This is an optimization exercise on Yosys and OpenROAD, whose aim is small area and a short achievable clock period, not a production implementation. Function was checked by simulation only, so behaviour that the tests miss may differ from the original.

==> design.v <==
package gemv_pkg;
  localparam int unsigned SZ_DEF     = 3;
  localparam int unsigned DW_DEF     = 16;
  localparam int unsigned N_ROWS_DEF = 3;
  typedef enum logic [1:0] {
    IDLE  = 2'd0,
    RUN   = 2'd1,
    DRAIN = 2'd2,
    DONE  = 2'd3
  } state_t;
  function automatic integer gemv_aw(input integer sz, input integer dw);
    gemv_aw = 2 * dw + $clog2(sz) + 1;
  endfunction
  function automatic logic signed [63:0] sat_to_dw(input logic signed [63:0] v,
                                                   input integer              dw);
    logic signed [63:0] hi;
    logic signed [63:0] lo;
    hi = (64'sd1 <<< (dw - 1)) - 64'sd1;
    lo = -(64'sd1 <<< (dw - 1));
    if (v > hi) begin
      sat_to_dw = hi;
    end else if (v < lo) begin
      sat_to_dw = lo;
    end else begin
      sat_to_dw = v;
    end
  endfunction
endpackage
module gemv_dot_pipe
#(
  parameter int unsigned SZ = gemv_pkg::SZ_DEF,
  parameter int unsigned DW = gemv_pkg::DW_DEF,
  parameter int unsigned AW = gemv_pkg::gemv_aw(gemv_pkg::SZ_DEF, gemv_pkg::DW_DEF),
  parameter int unsigned IW = 2
) (
  input  logic             clk,
  input  logic             rst_n,
  input  logic             adv_i,
  input  logic             in_valid_i,
  input  logic [SZ*DW-1:0] w_i,
  input  logic [SZ*DW-1:0] row_i,
  input  logic [IW-1:0]    idx_i,
  input  logic [AW-1:0]    acc_add_i,
  output logic             s1_valid_o,
  output logic [IW-1:0]    s1_idx_o,
  output logic [AW-1:0]    s2_next_c,
  output logic             s2_valid_o,
  output logic [IW-1:0]    s2_idx_o,
  output logic [AW-1:0]    s2_sum_o
);
  localparam int unsigned PW = 2 * DW;
  logic signed [PW-1:0] prod_c [SZ];
  logic signed [PW-1:0] prod_d [SZ];
  logic signed [PW-1:0] prod_q [SZ];
  logic signed [AW-1:0] sum_c;
  logic          s1_valid_d, s1_valid_q;
  logic [IW-1:0] s1_idx_d,   s1_idx_q;
  logic          s2_valid_d, s2_valid_q;
  logic [IW-1:0] s2_idx_d,   s2_idx_q;
  logic [AW-1:0] s2_sum_d,   s2_sum_q;
  always_comb begin
    for (int i = 0; i < int'(SZ); i++) begin
      prod_c[i] = PW'($signed(w_i[i*DW +: DW])) * PW'($signed(row_i[i*DW +: DW]));
    end
  end
  always_comb begin
    sum_c = $signed(acc_add_i);
    for (int i = 0; i < int'(SZ); i++) begin
      sum_c = sum_c + AW'(prod_q[i]);
    end
  end
  always_comb begin
    for (int i = 0; i < int'(SZ); i++) begin
      prod_d[i] = prod_q[i];
    end
    s1_valid_d = s1_valid_q;
    s1_idx_d   = s1_idx_q;
    s2_valid_d = s2_valid_q;
    s2_idx_d   = s2_idx_q;
    s2_sum_d   = s2_sum_q;
    if (adv_i) begin
      s1_valid_d = in_valid_i;
      if (in_valid_i) begin
        for (int i = 0; i < int'(SZ); i++) begin
          prod_d[i] = prod_c[i];
        end
        s1_idx_d = idx_i;
      end
      s2_valid_d = s1_valid_q;
      if (s1_valid_q) begin
        s2_idx_d = s1_idx_q;
        s2_sum_d = AW'(sum_c);
      end
    end
  end
  always_ff @(posedge clk or negedge rst_n) begin
    if (!rst_n) begin
      for (int i = 0; i < int'(SZ); i++) begin
        prod_q[i] <= '0;
      end
      s1_valid_q <= 1'b0;
      s1_idx_q   <= '0;
      s2_valid_q <= 1'b0;
      s2_idx_q   <= '0;
      s2_sum_q   <= '0;
    end else begin
      for (int i = 0; i < int'(SZ); i++) begin
        prod_q[i] <= prod_d[i];
      end
      s1_valid_q <= s1_valid_d;
      s1_idx_q   <= s1_idx_d;
      s2_valid_q <= s2_valid_d;
      s2_idx_q   <= s2_idx_d;
      s2_sum_q   <= s2_sum_d;
    end
  end
  assign s1_valid_o = s1_valid_q;
  assign s1_idx_o   = s1_idx_q;
  assign s2_next_c  = AW'(sum_c);
  assign s2_valid_o = s2_valid_q;
  assign s2_idx_o   = s2_idx_q;
  assign s2_sum_o   = s2_sum_q;
endmodule
module gemv_stream_engine
#(
  parameter int unsigned SZ     = gemv_pkg::SZ_DEF,
  parameter int unsigned DW     = gemv_pkg::DW_DEF,
  parameter int unsigned N_ROWS = gemv_pkg::N_ROWS_DEF,
  parameter int unsigned AW     = gemv_pkg::gemv_aw(SZ, DW),
  localparam int unsigned IW    = (N_ROWS > 1) ? $clog2(N_ROWS) : 1
) (
  input  logic             clk,
  input  logic             rst_n,
  input  logic             start_i,
  input  logic             accum_i,
  input  logic [SZ*DW-1:0] w_i,
  input  logic             a_valid_i,
  output logic             a_ready_o,
  input  logic [SZ*DW-1:0] a_row_i,
  output logic             o_valid_o,
  input  logic             o_ready_i,
  output logic [DW-1:0]    o_data_o,
  output logic [IW-1:0]    o_idx_o,
  output logic             busy_o,
  output logic             done_o,
  output logic             ovf_o
);
  localparam int unsigned CW = $clog2(N_ROWS) + 1;
  gemv_pkg::state_t state_d, state_q;
  logic [SZ*DW-1:0] w_d,         w_q;
  logic             accum_d,     accum_q;
  logic [CW-1:0]    in_cnt_d,    in_cnt_q;
  logic [CW-1:0]    out_cnt_d,   out_cnt_q;
  logic             ovf_d,       ovf_q;
  logic             out_valid_d, out_valid_q;
  logic [DW-1:0]    out_data_d,  out_data_q;
  logic [IW-1:0]    out_idx_d,   out_idx_q;
  logic [AW-1:0]    acc_mem_d [N_ROWS];
  logic [AW-1:0]    acc_mem_q [N_ROWS];
  logic             adv_c;
  logic             accept_c;
  logic             out_hs_c;
  logic             start_ok_c;
  logic             last_in_c;
  logic             last_out_c;
  logic [AW-1:0]    acc_add_c;
  logic signed [63:0] s2_wide_c;
  logic signed [63:0] sat_c;
  logic             clamp_c;
  logic             s1_valid;
  logic [IW-1:0]    s1_idx;
  logic [AW-1:0]    s2_next;
  logic             s2_valid;
  logic [IW-1:0]    s2_idx;
  logic [AW-1:0]    s2_sum;
  assign adv_c      = !out_valid_q || o_ready_i;
  assign accept_c   = a_valid_i && a_ready_o;
  assign out_hs_c   = out_valid_q && o_ready_i;
  assign start_ok_c = (state_q == gemv_pkg::IDLE) && start_i;
  assign last_in_c  = accept_c && (in_cnt_q == CW'(N_ROWS - 1));
  assign last_out_c = out_hs_c && (out_cnt_q == CW'(N_ROWS - 1));
  assign acc_add_c = accum_q ? acc_mem_q[s1_idx] : '0;
  assign s2_wide_c = 64'($signed(s2_sum));
  assign sat_c     = gemv_pkg::sat_to_dw(s2_wide_c, DW);
  assign clamp_c   = (sat_c != s2_wide_c);
  gemv_dot_pipe #(
    .SZ (SZ),
    .DW (DW),
    .AW (AW),
    .IW (IW)
  ) u_dot_pipe (
    .clk        (clk),
    .rst_n      (rst_n),
    .adv_i      (adv_c),
    .in_valid_i (accept_c),
    .w_i        (w_q),
    .row_i      (a_row_i),
    .idx_i      (IW'(in_cnt_q)),
    .acc_add_i  (acc_add_c),
    .s1_valid_o (s1_valid),
    .s1_idx_o   (s1_idx),
    .s2_next_c  (s2_next),
    .s2_valid_o (s2_valid),
    .s2_idx_o   (s2_idx),
    .s2_sum_o   (s2_sum)
  );
  always_ff @(posedge clk or negedge rst_n) begin
    if (!rst_n) begin
      state_q <= gemv_pkg::IDLE;
    end else begin
      state_q <= state_d;
    end
  end
  always_comb begin
    state_d = state_q;
    case (state_q)
      gemv_pkg::IDLE:    if (start_i)    state_d = gemv_pkg::RUN;
      gemv_pkg::RUN:     if (last_in_c)  state_d = gemv_pkg::DRAIN;
      gemv_pkg::DRAIN:   if (last_out_c) state_d = gemv_pkg::DONE;
      gemv_pkg::DONE:                    state_d = gemv_pkg::IDLE;
      default:                 state_d = gemv_pkg::IDLE;
    endcase
  end
  always_comb begin
    busy_o    = 1'b0;
    done_o    = 1'b0;
    a_ready_o = 1'b0;
    case (state_q)
      gemv_pkg::RUN: begin
        busy_o    = 1'b1;
        a_ready_o = adv_c;
      end
      gemv_pkg::DRAIN:   busy_o = 1'b1;
      gemv_pkg::DONE: begin
        busy_o = 1'b1;
        done_o = 1'b1;
      end
      default: ;
    endcase
  end
  always_comb begin
    w_d         = w_q;
    accum_d     = accum_q;
    in_cnt_d    = in_cnt_q;
    out_cnt_d   = out_cnt_q;
    ovf_d       = ovf_q;
    out_valid_d = out_valid_q;
    out_data_d  = out_data_q;
    out_idx_d   = out_idx_q;
    for (int r = 0; r < int'(N_ROWS); r++) begin
      acc_mem_d[r] = acc_mem_q[r];
    end
    if (accept_c) begin
      in_cnt_d = in_cnt_q + CW'(1);
    end
    if (out_hs_c) begin
      out_cnt_d = out_cnt_q + CW'(1);
    end
    if (adv_c) begin
      out_valid_d = s2_valid;
      if (s2_valid) begin
        out_data_d = DW'(sat_c);
        out_idx_d  = s2_idx;
        if (clamp_c) begin
          ovf_d = 1'b1;
        end
      end
      if (s1_valid) begin
        acc_mem_d[s1_idx] = s2_next;
      end
    end
    if (start_ok_c) begin
      w_d       = w_i;
      accum_d   = accum_i;
      in_cnt_d  = '0;
      out_cnt_d = '0;
      ovf_d     = 1'b0;
    end
  end
  always_ff @(posedge clk or negedge rst_n) begin
    if (!rst_n) begin
      w_q         <= '0;
      accum_q     <= 1'b0;
      in_cnt_q    <= '0;
      out_cnt_q   <= '0;
      ovf_q       <= 1'b0;
      out_valid_q <= 1'b0;
      out_data_q  <= '0;
      out_idx_q   <= '0;
      for (int r = 0; r < int'(N_ROWS); r++) begin
        acc_mem_q[r] <= '0;
      end
    end else begin
      w_q         <= w_d;
      accum_q     <= accum_d;
      in_cnt_q    <= in_cnt_d;
      out_cnt_q   <= out_cnt_d;
      ovf_q       <= ovf_d;
      out_valid_q <= out_valid_d;
      out_data_q  <= out_data_d;
      out_idx_q   <= out_idx_d;
      for (int r = 0; r < int'(N_ROWS); r++) begin
        acc_mem_q[r] <= acc_mem_d[r];
      end
    end
  end
  assign o_valid_o = out_valid_q;
  assign o_data_o  = out_data_q;
  assign o_idx_o   = out_idx_q;
  assign ovf_o     = ovf_q;
endmodule
==> run.sh <==
#!/bin/bash
# synth_recipe.tcl (not shown) runs the flow's synth.tcl, then flattens the netlist and writes it again
# the make line also repeats each setting of config.mk as NAME=value (left out here)
make -C /OpenROAD-flow-scripts/flow DESIGN_CONFIG=/design/flow/config.mk WORK_HOME=/design/flow/orfs CLKGATE_MAP_FILE= SYNTH_SCRIPT=/design/flow/synth_recipe.tcl finish
==> config.mk <==
export PLATFORM = sky130hd
export DESIGN_NAME = gemv_stream_engine
export DESIGN_NICKNAME = gemv_stream_engine
export VERILOG_FILES = /design/flow/design.v
export SDC_FILE = /design/flow/constraint.sdc
export NUM_CORES = 4
export LEC_CHECK = 0
export CAP_MARGIN = 20
export CORE_MARGIN = 2
export CORE_UTILIZATION = 40
export SLEW_MARGIN = 20
==> constraint.sdc <==
create_clock -name core_clock -period 9.0 [get_ports {clk}]
set_input_delay 1.8000 -clock core_clock [delete_from_list [all_inputs] [get_ports {clk}]]
set_output_delay 1.8000 -clock core_clock [all_outputs]
set_load 0.01 [all_outputs]
==> flow_metrics.py <==
metrics = {
    "clocking": {
        "post_cts_resized": 0,
        "cts_buffers": 43,
        "cts.path.max_buffers": 3,
        "cts_sinks": 319,
        "path_clk_slew_ns": 0.06,
        "cts_hold_buf": 0,
        "insertion_delay_ns": 0.64,
        "htreeDepth": 2,
        "root_buffer": "clkbuf_16",
        "post_cts_buffers": 0,
        "cts_tree": "built",
    },
    "detailed_routing": {
        "antenna_left": 0,
        "dr.pass1.iters": 5,
        "wl_per_cell_um": 17.70,
        "drtIter0Drc": 1955,
        "viasPerCell": 5.120,
        "vias": 32940,
        "drc_errors": 0,
        "wl_mm": 113.8,
    },
    "floorplan": {
        "core_area_mm2": 0.1140,
        "die_x_um": 342.7,
        "dieArea_mm2": 0.1175,
        "io_pins": 125,
        "initial_core_util_pct": 40.25,
        "fp.dieH_um": 342.7,
        "row_count": 124,
    },
    "finish": {
        "layout_commonest_cell": "inv_1",
        "fin_area_mm2": 0.05011,
        "final_cell_mix": "896 x inv_1, 852 x fa_1, 754 x nand2_1, 383 x and2_1, 319 x dfrtp_1",
        "area_delta_synth_final_pct": 9.182,
        "final_cells": 6432,
        "nets": 6135,
        "drive_above_1_share_pct": 4.756,
        "num_antenna_cells": 0,
    },
    "sta": {
        "fin_ws_ns": 1.001,
        "fin_worst_skew_ns": 0.04267,
        "period_minus_slack_ns": 7.999,
        "slew_headroom_pct": 33.40,
        "fmax_ghz": 0.1250,
        "setup_viol": 0,
        "period_share_pct": 88.87,
        "rsz0062_at_grt": "no",
        "final-max-slew-violation-count": 0,
        "setup_tns_ns": 0,
        "worstMarginPinSlew_ns": 0.9860,
        "finalHoldViolCount": 0,
    },
    "synth": {
        "synth-compound-area-share_pct": 8.479,
        "ys_ff_latch": 319,
        "synth_area_mm2": 0.04589,
        "syn_avg_cell_area_um2": 9.430,
        "yosysTopAreaCell": "fa_1",
        "async_flop_share_pct": 100.0,
        "muxShareOfSynthArea_pct": 2.353,
        "ys_seq_area_share_pct": 17.39,
        "synth_top_area_share_pct": 37.16,
        "synth.distinct_cells": 74,
        "synthAdderAreaFrac_pct": 45.18,
        "syn_nets": 6115,
        "yosys_warnings": 7,
        "synth.area.top_cells": "fa_1 37%, dfrtp_1 17%, ha_1 8.0%",
        "synthFlopType": "dfrtp_1",
        "synth_top_family_by_area": "adder cells",
        "synth_edf_count": 0,
        "syn_inst": 4867,
        "synth-xor-area-share_pct": 2.156,
        "synthSimpleGateAreaFrac_pct": 15.49,
    },
    "placed_design": {
        "pre_cts_ws_ns": 0.3406,
        "dp_hpwl_mm": 90.04,
        "placed_area_mm2": 0.04868,
        "gp_congestion": 0.8523,
        "portBuffers": 124,
        "dp_cells": 6354,
    },
    "setup_path": {
        "endpoint_kind": "flip-flop",
        "reg2regPathDepth": 17,
        "crit_required_ns": 9.49,
        "r2r_start": "w_q[31]",
        "crit_fanout": 16,
        "rrSetupSlack_ns": 2.08,
        "cp-start-kind": "input pin",
        "path_class": "in2reg",
        "cp.arrival_ns": 8.48,
        "r2r_end": "u_dot_pipe.prod_q[1][30]",
    },
    "min_path": {
        "min_to": "out_valid_q",
        "hold_path_depth": 2,
        "min_from": "u_dot_pipe.s2_valid_q",
        "min_path_type": "reg2reg",
    },
    "global_route": {
        "grt-ovfl-total": 0,
        "antenna_found_initial": 1,
        "grt_max_degree": 119,
        "grt_usage_pct": 20.19,
        "grt_pass1_vias": 34620,
        "grt_pass1_wl_mm": 188.3,
    },
    "outcome": {
        "status": "no timing/DRC/antenna violations",
    },
    "job": {
        "max_cap_violations": 0,
    },
}
cells in the mapped netlist, types with 18 or more instances:
cell and number:
a211oi_1 65, a21o_1 39, o211ai_1 22, buf_1 18, nand2_1 758, nand2b_1 26, a21oi_1 103, mux2_2 87
a22oi_1 35, o31ai_1 20, dfrtp_1 319, ha_1 294, xor2_1 28, nand3_1 45, clkbuf_1 176, inv_1 896
and2_1 384, and3_1 19, nor3_1 23, nor2_1 147, o21ai_0 183, nor2b_1 32, fa_1 852, xnor2_1 85
cell families (layout without fill, tap and decap cells):
family / after synthesis / after routing
xor gates and xnor gates: 113 / 113
adders and majority gates: 1146 / 1146
AOI/OAI and AO/OA: 596 / 596
muxes: 97 / 97
and+or+nand+nor: 1503 / 1503
DFF: 319 / 319
buffers and inverters: 1093 / 1146
sequential cells by signal (all words and copies together), names as in the netlist:
register,cells
out_valid_q,1
u_dot_pipe.s2_sum_q,35
u_dot_pipe.prod_q,96
ovf_q,1
u_dot_pipe.s2_valid_q,1
u_dot_pipe.s1_valid_q,1
in_cnt_q,3
out_cnt_q,3
accum_q,1
out_data_q,16
state_q,2
w_q,48
out_idx_q,2
u_dot_pipe.s1_idx_q,2
acc_mem_q,105
u_dot_pipe.s2_idx_q,2
metrics by stage:
stage / utilization, % / hold WS (ns)
finish: 43.94 / 0.4684
global route: 43.94 / 0.4972
CTS: 43.94 / 0.4779
detailed placement: 42.69 / 0.4635
global placement: 42.69 / 0.4564
floorplan: - / 0.4281
final cells by class:
cell class | instances | area [um^2]
clock inverter | 22 | 222.7
inverter | 897 | 3367
sequential | 319 | 7983
clock buffer | 56 | 1205
tap | 1512 | 1892
fill | 11140 | 63930
timing repair buffer | 171 | 1612
multi-input combinational | 3455 | 33830
metal layers:
metal | GRT usage (%) | part of all wire [%]
met5 | 0 | 0
met4 | 5.327 | 2.6
met3 | 1.978 | 4.3
met2 | 33.43 | 48
met1 | 28.41 | 45
critical path: stages:
cell and delay (ns):
clkdlybuf4s50_1 0.79, nand2_1 0.29, inv_1 0.11, fa_1 0.64
fa_1 0.88, fa_1 0.52, fa_1 0.51, fa_1 0.49
inv_1 0.05, fa_1 0.47, inv_1 0.04, ha_1 0.32
nand2_1 0.10, nor2_1 0.17, a21boi_0 0.50, o21ai_0 0.25
a31oi_1 0.21, mux2i_1 0.20, o311ai_0 0.13
worst max path at each step:
stage | start | endpoint | cells past startpoint
CTS | a_row_i[1] | u_dot_pipe.prod_q[0][30] | 19
finish | a_row_i[1] | u_dot_pipe.prod_q[0][30] | 19
floorplan | a_row_i[17] | u_dot_pipe.prod_q[1][30] | 18
detailed placement | a_row_i[1] | u_dot_pipe.prod_q[0][30] | 19
global route | a_row_i[1] | u_dot_pipe.prod_q[0][30] | 22
global placement | a_row_i[1] | u_dot_pipe.prod_q[0][30] | 19

## what the ideal ports hide
The flow's constraints put no driver on any port. The routed layout listed below was extracted and timed again, unchanged, in two steps.
Step 1 (the two cells are an assumption about what drives the block):
set clk [get_ports {clk}]
set_driving_cell -lib_cell sky130_fd_sc_hd__clkbuf_16 $clk
set_driving_cell -lib_cell sky130_fd_sc_hd__buf_2 [delete_from_list [all_inputs] $clk]
Step 2 adds t to the input delays and takes it off the output delays; t is the mean of the earliest and latest rising clock arrival at the registers after step 1. Input paths then give back, and output paths get back, about the clock's delay inside the block.
Slacks: ideal / step 1 / step 2; pairs: ideal / step 1.
t, ns: 0.689
setup slack, ns: 1.001 / 1.035 / 0.346
clock arrival spread, ns: 0.043 / 0.043
worst slew at a driven data input, ns: 0.11
pins driven straight from the clock port: 1
After both steps this run still meets setup and hold. The setup slack of this run moves by +0.034 ns with the drivers and by -0.655 ns with both steps.
